Context: an optimization exercise on an open-source flow, tuned for small area, a short achievable clock period and few clock cycles per item. The choices shown serve that exercise and are no tape-out recipe.
Where RTL was checked, it was by simulation tests only, not by an equivalence proof against the original.

## try-fjord
// valu_seq
module valu_seq
#(
  parameter int vdw_p    = 32,
  parameter int op_len_p = 2,
  parameter int vlen_p   = 16,
  parameter int vregs_p  = 8
) (
  input  logic                         clk_i,
  input  logic                         reset_n_i,
  input  logic                         cmd_v_i,
  output logic                         cmd_ready_o,
  input  logic [op_len_p-1:0]          cmd_op_i,
  input  logic [$clog2(vlen_p+1)-1:0]  cmd_len_i,
  input  logic [$clog2(vregs_p)-1:0]   cmd_vd_i,
  input  logic [$clog2(vregs_p)-1:0]   cmd_vs1_i,
  input  logic [$clog2(vregs_p)-1:0]   cmd_vs2_i,
  output logic                         rd_v_o,
  output logic [$clog2(vregs_p)-1:0]   rd_reg_a_o,
  output logic [$clog2(vregs_p)-1:0]   rd_reg_b_o,
  output logic [$clog2(vlen_p)-1:0]    rd_el_o,
  input  logic [vdw_p-1:0]             rd_a_i,
  input  logic [vdw_p-1:0]             rd_b_i,
  output logic                         wr_v_o,
  output logic [$clog2(vregs_p)-1:0]   wr_reg_o,
  output logic [$clog2(vlen_p)-1:0]    wr_el_o,
  output logic [vdw_p-1:0]             wr_data_o,
  output logic                         done_o,
  output logic                         flag_overflow_o,
  output logic                         flag_zero_o,
  output logic                         flag_negative_o
);
export LEC_CHECK = 0
export CAP_MARGIN = 20
export CORE_MARGIN = 2
export CORE_UTILIZATION = 45
export SLEW_MARGIN = 20
export TNS_END_PERCENT = 1
create_clock -name core_clock -period 11.5 [get_ports {clk_i}]
standard.sh (not shown) runs the stock make flow with config.mk's settings and CLKGATE_MAP_FILE= SYNTH_SCRIPT=/design/flow/synth_recipe.tcl, a recipe that flattens the netlist after the stock synthesis.
==> flow/flow/run.sh <==
#!/bin/bash
# The standard layout (standard.sh) with two changes to how it is made:
#  - ORFS's repair_timing is asked for extra setup slack beyond the clock
#    constraint (SETUP_SLACK_MARGIN, ns), so it keeps improving paths that
#    already meet the constraint;
#  - the port buffers that ORFS's buffer_ports puts on every input and
#    output use a plain buffer cell (buf_1) instead of its default choice.
# Constraints, clock period and all steps are the standard flow's.
set -euo pipefail
export SETUP_SLACK_MARGIN=8.0
export BUFFER_PORTS_ARGS="-buffer_cell sky130_fd_sc_hd__buf_1"
bash standard.sh > standard_finish.log 2>&1
Testbench counts of try-fjord, summed over its fixed seeds: cycles 8,665, items 5,408.
The following lists how try-delta was set up differently from try-fjord:
Settings: a change of TNS_END_PERCENT from 1 to 10.
## What came out
try-delta was carried through to the last stage, and its layout satisfied the timing, design-rule and antenna checks. Between try-delta and try-fjord, the difference in worst hold slack is negligible. Summary of the comparison: non-clock buffer count is higher in try-delta, relative to try-fjord. NOTE fmax try-fjord->try-delta increased slightly.
Here is what was changed in the inputs of try-pepper compared with try-delta.
Settings: TNS_END_PERCENT now 3, was 10.
Notes after the runs:
~same clock skew in try-pepper and try-delta
Fraction of final layout cells sized beyond drive strength 1 was higher in try-delta than in try-pepper.
Changes observed in try-pepper relative to try-delta: cell area after layout fell by about 2.4%, count of fill cells added during filler insertion rose by about 1.1%, non-clock buffer count fell by 14%.

Starting RTL as in the previous note.
// valu_seq
module valu_seq
#(
  parameter int vdw_p    = 32,
  parameter int op_len_p = 2,
  parameter int vlen_p   = 16,
  parameter int vregs_p  = 8
) (
  input  logic                         clk_i,
  input  logic                         reset_n_i,
  input  logic                         cmd_v_i,
  output logic                         cmd_ready_o,
  input  logic [op_len_p-1:0]          cmd_op_i,
  input  logic [$clog2(vlen_p+1)-1:0]  cmd_len_i,
  input  logic [$clog2(vregs_p)-1:0]   cmd_vd_i,
  input  logic [$clog2(vregs_p)-1:0]   cmd_vs1_i,
  input  logic [$clog2(vregs_p)-1:0]   cmd_vs2_i,
  output logic                         rd_v_o,
  output logic [$clog2(vregs_p)-1:0]   rd_reg_a_o,
  output logic [$clog2(vregs_p)-1:0]   rd_reg_b_o,
  output logic [$clog2(vlen_p)-1:0]    rd_el_o,
  input  logic [vdw_p-1:0]             rd_a_i,
  input  logic [vdw_p-1:0]             rd_b_i,
  output logic                         wr_v_o,
  output logic [$clog2(vregs_p)-1:0]   wr_reg_o,
  output logic [$clog2(vlen_p)-1:0]    wr_el_o,
  output logic [vdw_p-1:0]             wr_data_o,
  output logic                         done_o,
  output logic                         flag_overflow_o,
  output logic                         flag_zero_o,
  output logic                         flag_negative_o
);
  localparam int LW = $clog2(vlen_p+1);
  localparam int EW = $clog2(vlen_p);
  localparam int RW = $clog2(vregs_p);
  logic          busy_q, rdv_q, nrdy_q, l0_q, mul_q, sub_q;
  logic [1:0]    bub_q, j_q;
  logic [EW-1:0] el_q;
  logic [RW-1:0] vd_q, vs1_q, vs2_q;
  logic          accept, go, fin_it, finish;
  logic          busy_n, l0_n, mul_n;
  logic [1:0]    bub_n, j_n;
  logic [EW-1:0] el_n;
  assign cmd_ready_o = ~nrdy_q;
  assign accept      = cmd_v_i & ~nrdy_q;
  assign rd_v_o      = rdv_q;
  assign rd_reg_a_o  = vs1_q;
  ...
export LEC_CHECK = 0
export CAP_MARGIN = 20
export CORE_MARGIN = 2
export CORE_UTILIZATION = 45
export SLEW_MARGIN = 20
export TNS_END_PERCENT = 10
create_clock -name core_clock -period 11.5 [get_ports {clk_i}]
==> flow/flow/run.sh <==
#!/bin/bash
# The standard layout (standard.sh) with two changes to how it is made:
#  - ORFS's repair_timing is asked for extra setup slack beyond the clock
#    constraint (SETUP_SLACK_MARGIN, ns), so it keeps improving paths that
#    already meet the constraint;
#  - the port buffers that ORFS's buffer_ports puts on every input and
#    output use a plain buffer cell (buf_1) instead of its default choice.
# Constraints, clock period and all steps are the standard flow's.
set -euo pipefail
export SETUP_SLACK_MARGIN=8.3
export BUFFER_PORTS_ARGS="-buffer_cell sky130_fd_sc_hd__buf_1"
bash standard.sh > standard_finish.log 2>&1
The baseline produced a clean layout.
Testbench counts at the start, summed over its fixed seeds: cycles 8,665, items 5,408.
==> next run, changes <==
==> flow/flow/run.sh (replaced) <==
#!/bin/bash
# The standard layout (standard.sh), with ORFS's repair_timing asked
# for extra setup slack beyond the clock constraint (SETUP_SLACK_MARGIN,
# in ns). Constraints, clock and steps are the standard flow's.
set -euo pipefail
export SETUP_SLACK_MARGIN=7.5
bash standard.sh > standard_finish.log 2>&1
- TNS_END_PERCENT: 10 -> not set
Count of clock-buffer cells in the layout climbs by 7.
Via count is lower by 2.4%.
==> next run, changes <==
==> flow/flow/run.sh (replaced) <==
#!/bin/bash
# The standard layout (standard.sh) with two changes to how it is made:
#  - ORFS's repair_timing is asked for extra setup slack beyond the clock
#    constraint (SETUP_SLACK_MARGIN, ns), so it keeps improving paths that
#    already meet the constraint;
#  - the port buffers that ORFS's buffer_ports puts on every input and
#    output use a plain buffer cell (buf_1) instead of its default choice.
# Constraints, clock period and all steps are the standard flow's.
set -euo pipefail
export SETUP_SLACK_MARGIN=8.0
export BUFFER_PORTS_ARGS="-buffer_cell sky130_fd_sc_hd__buf_1"
bash standard.sh > standard_finish.log 2>&1
- TNS_END_PERCENT: not set -> 0
What happened:
- synthesized area does not change
- sequential cell count stays the same
- core utilization decreases by 2.5 points
- via count fell by 0.35%
- setup slack improved by 0.15 ns
- cell area shrinks by 4.7%
- non-clock buffer count is unchanged
- wire length shrinks by 2.0%
- first-iteration DRC count is lower by 16%
==> next run, changes <==
- CORE_UTILIZATION: 45 -> 60
- TNS_END_PERCENT: 0 -> not set
=> Routed wire length came out higher by 4.0%. Sequential cell count does not change.
==> next run, changes <==
--- a/flow/flow/run.sh
+++ b/flow/flow/run.sh
@@ -9,3 +9,3 @@
 set -euo pipefail
-export SETUP_SLACK_MARGIN=8.0
+export SETUP_SLACK_MARGIN=8.5
 export BUFFER_PORTS_ARGS="-buffer_cell sky130_fd_sc_hd__buf_1"
- CORE_UTILIZATION: 60 -> 45
- The new run ran to the end with no violations
- routed wire length rises by a few percent
- final area is higher by roughly a tenth
- fmax is about the same
- clock-buffer cell count is unchanged
- setup slack gets worse by 0.0060 ns
- global-route usage goes down by 6.0 points
- synthesized cell count stays the same
- utilization came out lower by 12 points
- worst hold slack got worse by 0.0037 ns

valu_seq, a different RTL version from the one above (not shown whole).
Size in the first run: about 210 flip-flops, roughly 140 I/O pins, about 0.015 mm^2 of cells after synthesis.
==> flow/design.v (excerpt) <==
module valu_seq
#(
  parameter int vdw_p    = 32,
  parameter int op_len_p = 2,
  parameter int vlen_p   = 16,
  parameter int vregs_p  = 8
) (
  input  logic                         clk_i,
  input  logic                         reset_n_i,
  input  logic                         cmd_v_i,
  output logic                         cmd_ready_o,
  input  logic [op_len_p-1:0]          cmd_op_i,
  input  logic [$clog2(vlen_p+1)-1:0]  cmd_len_i,
  input  logic [$clog2(vregs_p)-1:0]   cmd_vd_i,
  input  logic [$clog2(vregs_p)-1:0]   cmd_vs1_i,
  input  logic [$clog2(vregs_p)-1:0]   cmd_vs2_i,
  output logic                         rd_v_o,
  output logic [$clog2(vregs_p)-1:0]   rd_reg_a_o,
  output logic [$clog2(vregs_p)-1:0]   rd_reg_b_o,
  output logic [$clog2(vlen_p)-1:0]    rd_el_o,
  input  logic [vdw_p-1:0]             rd_a_i,
  input  logic [vdw_p-1:0]             rd_b_i,
  output logic                         wr_v_o,
  output logic [$clog2(vregs_p)-1:0]   wr_reg_o,
  output logic [$clog2(vlen_p)-1:0]    wr_el_o,
  output logic [vdw_p-1:0]             wr_data_o,
  output logic                         done_o,
  output logic                         flag_overflow_o,
  output logic                         flag_zero_o,
  output logic                         flag_negative_o
);
export LEC_CHECK = 0
export CAP_MARGIN = 20
export CORE_MARGIN = 2
export CORE_UTILIZATION = 45
export SLEW_MARGIN = 20
create_clock -name core_clock -period 11.5 [get_ports {clk_i}]
==> flow/flow/run.sh <==
#!/bin/bash
set -euo pipefail
export SETUP_SLACK_MARGIN=8.0
bash standard.sh > standard_finish.log 2>&1
The first run passed the timing, design-rule and antenna checks.
Testbench counts at the start, summed over its fixed seeds: cycles 8,665, items 5,408.
==> next run, changes <==
==> flow/run.sh (new file) <==
#!/bin/bash
# synth_recipe.tcl (not shown) runs the flow's synth.tcl, then flattens the netlist and writes it again
# the make line also repeats each setting of config.mk as NAME=value (left out here)
make -C /OpenROAD-flow-scripts/flow DESIGN_CONFIG=/design/flow/config.mk WORK_HOME=/design/flow/orfs CLKGATE_MAP_FILE= SYNTH_SCRIPT=/design/flow/synth_recipe.tcl finish
removed: flow/flow/run.sh
removed: flow/standard.sh
Outcome:
- The changed run completed without violations
- area after synthesis is unchanged
- register-to-register slack loses 0.53 ns
- wire length drops by about 10%
- worst setup slack got worse by 0.53 ns
- die area does not change
==> next run, changes <==
==> flow/flow/run.sh (new file) <==
#!/bin/bash
set -euo pipefail
export SETUP_SLACK_MARGIN=7.5
bash standard.sh > standard_finish.log 2>&1
==> flow/standard.sh (new file) <==
#!/bin/bash
# synth_recipe.tcl (not shown) runs the flow's synth.tcl, then flattens the netlist and writes it again
# the make line also repeats each setting of config.mk as NAME=value (left out here)
make -C /OpenROAD-flow-scripts/flow DESIGN_CONFIG=/design/flow/config.mk WORK_HOME=/design/flow/orfs CLKGATE_MAP_FILE= SYNTH_SCRIPT=/design/flow/synth_recipe.tcl "${@:-finish}"
removed: flow/run.sh
Effect: The changed run completed without violations. Count of clock-buffer cells in the layout fell by 3. Core utilization rose by 2.8 points. Wire length rose by 5.8%. Worst setup slack improves by 0.47 ns. Worst hold slack stays flat.

Another version of the RTL of valu_seq (not shown whole).
Size in the first run: ~2400 cells after synthesis, roughly 330 flip-flops, about 140 I/O pins.
==> flow/config.mk <==
export PLATFORM = sky130hd
export DESIGN_NAME = valu_seq
export DESIGN_NICKNAME = valu_seq
export VERILOG_FILES = /design/flow/design.v
export SDC_FILE = /design/flow/constraint.sdc
export NUM_CORES = 4
export LEC_CHECK = 0
export CAP_MARGIN = 20
export CORE_MARGIN = 2
export CORE_UTILIZATION = 45
export SLEW_MARGIN = 20
==> flow/constraint.sdc <==
create_clock -name core_clock -period 11.5 [get_ports {clk_i}]
set_input_delay 2.3000 -clock core_clock [delete_from_list [all_inputs] [get_ports {clk_i}]]
set_output_delay 2.3000 -clock core_clock [all_outputs]
set_load 0.01 [all_outputs]
==> flow/flow/run.sh <==
#!/bin/bash
# The standard layout (standard.sh) with two changes to how it is made:
#  - ORFS's repair_timing is asked for extra setup slack beyond the clock
#    constraint (SETUP_SLACK_MARGIN, ns), so it keeps improving paths that
#    already meet the constraint;
#  - the port buffers that ORFS's buffer_ports puts on every input and
#    output use a plain buffer cell (buf_1) instead of its default choice.
# Constraints, clock period and all steps are the standard flow's.
set -euo pipefail
export SETUP_SLACK_MARGIN=8.0
export BUFFER_PORTS_ARGS="-buffer_cell sky130_fd_sc_hd__buf_1"
bash standard.sh > standard_finish.log 2>&1
The baseline completed with no timing, DRC or antenna violations.
Edit:
TNS_END_PERCENT = 3   (was not set)
The new run produced a clean layout; maximum frequency came out lower by 4.0%; final area falls by 2.5%; clock-buffer cell count is unchanged.
No run of this note included a check of the RTL's function; only the layout flow was run.

## job 6178
RTL: one of the versions met above, not the one the previous note started from.
Size in the first run: roughly 1,600 cells after synthesis, ~140 I/O pins, ~16,000 um^2 of cells after synthesis.
clock: 11.5 ns
lec_check: 0
cap_margin: 20
core_margin: 2
core_utilization: 45
cts_buf_list: sky130_fd_sc_hd__clkbuf_4 sky130_fd_sc_hd__clkbuf_8
slew_margin: 20
Scripts as last shown in full above: flow/flow/run.sh
Testbench counts of job 6178, summed over its fixed seeds: cycles 8,665, items 5,408.
Modified inputs, job 8585 compared to job 6178
Settings: setting TNS_END_PERCENT to 3 for the first time; removing CTS_BUF_LIST (formerly sky130_fd_sc_hd__clkbuf_4 sky130_fd_sc_hd__clkbuf_8).
-- flow/flow/run.sh --
<<< job 6178, line 10
export SETUP_SLACK_MARGIN=8.0
>>> job 8585, line 10
export SETUP_SLACK_MARGIN=9.0
==> comparison <==
Relative to job 6178, the post-CTS resize count of job 8585 is lower by 55.
Diff job 6178 -> job 8585 | overall via count from detail_route | decrease of 247
Job 8585: done, clean on timing, DRC and antenna
The inputs of job 4718 differ from those of job 8585 as listed below.
Settings: removing TNS_END_PERCENT (formerly 3).
-- flow/flow/run.sh --
<<< job 8585, line 10
export SETUP_SLACK_MARGIN=9.0
>>> job 4718, line 10
export SETUP_SLACK_MARGIN=8.0
--- outcome ---
Between job 4718 and job 8585, it is job 4718 whose routed metal-1 wire length is lower, by 79 um.
Lower non-clock buffer count goes to job 8585 over job 4718.
Number of buffers added on ports came out exactly the same in job 8585 and job 4718.
Compared job 4718 vs job 8585, and area growth from synthesis to layout is up in job 4718.
| signal arrival time at the worst endpoint | job 4718 vs job 8585 | ≈ equal |
Cell count (lower): job 8585
All-layer global routing usage: job 4718 lower than job 8585
Of job 4718 and job 8585, it is job 4718 that has the higher via count.
No stage failed in job 4718, and the final checks on the layout all came back clean.
The post-CTS setup-driven buffer insertion count reported for job 4718 is smaller than that of job 8585 by 5.

Setup of nickel:
valu_seq again, from the RTL that the note above started with.
Settings: LEC_CHECK=0, CAP_MARGIN=20, CORE_MARGIN=2, CORE_UTILIZATION=45, SLEW_MARGIN=20, TNS_END_PERCENT=30; clock period 11.5 ns.
==> flow/flow/run.sh <==
#!/bin/bash
# The standard layout (standard.sh) with two changes to how it is made:
#  - ORFS's repair_timing is asked for extra setup slack beyond the clock
#    constraint (SETUP_SLACK_MARGIN, ns), so it keeps improving paths that
#    already meet the constraint;
#  - the port buffers that ORFS's buffer_ports puts on every input and
#    output use a plain buffer cell (buf_1) instead of its default choice.
# Constraints, clock period and all steps are the standard flow's.
set -euo pipefail
export SETUP_SLACK_MARGIN=8.0
export BUFFER_PORTS_ARGS="-buffer_cell sky130_fd_sc_hd__buf_1"
bash standard.sh > standard_finish.log 2>&1
nickel: done, clean on timing, DRC and antenna
Testbench counts of nickel, summed over its fixed seeds: cycles 8,665, items 5,408.
Edits applied to the flow inputs when going from nickel to onyx:
- a change of TNS_END_PERCENT from 30 to 3
- an added SETUP_SLACK_MARGIN of 5
==> flow/run.sh (new file) <==
#!/bin/bash
# synth_recipe.tcl (not shown) runs the flow's synth.tcl, then flattens the netlist and writes it again
# the make line also repeats each setting of config.mk as NAME=value (left out here)
make -C /OpenROAD-flow-scripts/flow DESIGN_CONFIG=/design/flow/config.mk WORK_HOME=/design/flow/orfs CLKGATE_MAP_FILE= SYNTH_SCRIPT=/design/flow/synth_recipe.tcl finish
removed: flow/flow/run.sh
removed: flow/standard.sh
Results
nickel completed end to end with timing, DRC and antenna clean. Both conditions hold for onyx: the flow ran to the end and the final layout passed the timing, design-rule and antenna checks. [compare] base=nickel new=onyx: worst-path maximum fanout saw an increase, post-route worst setup slack went down, utilization after layout held steady, residual DRC count held steady, global-route track usage on met1 now sits higher. When onyx is set beside nickel, its combined global-route utilization of all metal layers turns out to be 0.60 points smaller. Looking at post-detailed-route via-to-cell ratio, onyx sits 0.34% lower than nickel does. Compared with nickel, onyx shows a global-route wire length before repair that is 770 um lower. Critical path depth, nickel and onyx: lower on onyx.
What amber does differently from onyx at the input level:
- removing TNS_END_PERCENT (formerly 3)
- removing SETUP_SLACK_MARGIN (formerly 5)
==> flow/flow/run.sh (new file) <==
#!/bin/bash
# The standard layout (standard.sh) with two changes to how it is made:
#  - ORFS's repair_timing is asked for extra setup slack beyond the clock
#    constraint (SETUP_SLACK_MARGIN, ns), so it keeps improving paths that
#    already meet the constraint;
#  - the port buffers that ORFS's buffer_ports puts on every input and
#    output use a plain buffer cell (buf_2) instead of its default choice.
# Constraints, clock period and all steps are the standard flow's.
set -euo pipefail
export SETUP_SLACK_MARGIN=8.0
export BUFFER_PORTS_ARGS="-buffer_cell sky130_fd_sc_hd__buf_2"
bash standard.sh > standard_finish.log 2>&1
==> flow/standard.sh (new file) <==
#!/bin/bash
# synth_recipe.tcl (not shown) runs the flow's synth.tcl, then flattens the netlist and writes it again
# the make line also repeats each setting of config.mk as NAME=value (left out here)
make -C /OpenROAD-flow-scripts/flow DESIGN_CONFIG=/design/flow/config.mk WORK_HOME=/design/flow/orfs CLKGATE_MAP_FILE= SYNTH_SCRIPT=/design/flow/synth_recipe.tcl "${@:-finish}"
removed: flow/run.sh
Results
Both conditions hold for amber: the flow ran to the end and the final layout passed the timing, design-rule and antenna checks. amber vs onyx: wire length after detailed routing up by a little under 10%. Taking onyx as 1.0, amber lands at 1.3 on non-clock buffer count. Against onyx, count of clock-buffer cells in the layout in amber rose by a few percent. Library cell contributing the largest single delay on the critical path = sky130_fd_sc_hd__dfxtp_2: onyx; library cell contributing the largest single delay on the critical path = sky130_fd_sc_hd__fa_2: amber. Data required time at the worst endpoint: onyx and amber compared, lower one is onyx. In amber relative to onyx, placer congestion estimate had gone up by a few percent. From onyx to amber the numbers moved as follows: number of vias after detailed routing now larger, highest clock rate now larger, final non-filler cell area higher, quantity of gates resized following cts picked up an extra 103.

-- static timing again, ports no longer ideal --
No port has a modelled driver above. Below, the same layouts with a new extraction and two added sets of constraints. Step 1, drivers: a clkbuf_16 drives clk_i and a buf_2 each remaining input, both assumed. Step 2, shift: input delay + t, output delay - t, t = (earliest + latest rising clock arrival at the registers) / 2. This alone moves slack from input paths to output paths. a / b / c = no drivers / after step 1 / after step 2; a / b = the first two.
| run | shift t [ns] | setup slack, ns | worst setup path at the end | worst slew at a driven data input, ns | pins driven straight from the clock port |
|---|---|---|---|---|---|
| try-fjord | 0.570 | 7.734 / 7.734 / 7.538 | input to register | 0.04 | 1 |
| try-delta | 0.573 | 7.763 / 7.763 / 7.537 | input to register | 0.04 | 1 |
| try-pepper | 0.570 | 7.734 / 7.734 / 7.538 | input to register | 0.04 | 1 |
| the first run of note 2 | 0.583 | 7.777 / 7.777 / 7.695 | input to register | 0.04 | 1 |
| the second run of note 2 | 0.568 | 7.588 / 7.537 / 7.137 | input to register | 0.07 | 1 |
| the third run of note 2 | 0.570 | 7.734 / 7.734 / 7.538 | input to register | 0.04 | 1 |
| the fourth run of note 2 | 0.572 | 7.768 / 7.768 / 7.611 | input to register | 0.04 | 1 |
| the fifth run of note 2 | 0.591 | 7.762 / 7.762 / 7.762 | register to register | 0.06 | 1 |
| the first run of note 3 | 0.581 | 7.614 / 7.614 / 7.563 | input to register | 0.04 | 1 |
| the second run of note 3 | 0.585 | 7.083 / 7.083 / 6.943 | input to register | 0.04 | 1 |
| the third run of note 3 | 0.581 | 7.558 / 7.525 / 7.231 | input to register | 0.04 | 1 |
| the first run of note 4 | 0.611 | 7.875 / 7.875 / 7.645 | input to register | 0.07 | 1 |
| the second run of note 4 | 0.603 | 7.723 / 7.723 / 7.676 | input to register | 0.06 | 1 |
| job 6178 | 0.605 | 7.704 / 7.704 / 7.625 | input to register | 0.04 | 1 |
| job 8585 | 0.580 | 7.794 / 7.794 / 7.507 | input to register | 0.04 | 1 |
| job 4718 | 0.568 | 7.784 / 7.784 / 7.640 | input to register | 0.04 | 1 |
| nickel | 0.579 | 7.771 / 7.771 / 7.600 | input to register | 0.04 | 1 |
| onyx | 0.565 | 7.212 / 7.212 / 6.921 | input to register | 0.07 | 1 |
| amber | 0.573 | 7.772 / 7.772 / 7.734 | input to register | 0.04 | 1 |
After both steps setup and hold are still met in every run listed. For the second run of note 2, which loses most, drivers alone change the setup slack by -0.051 ns; drivers and shift together by -0.451 ns.
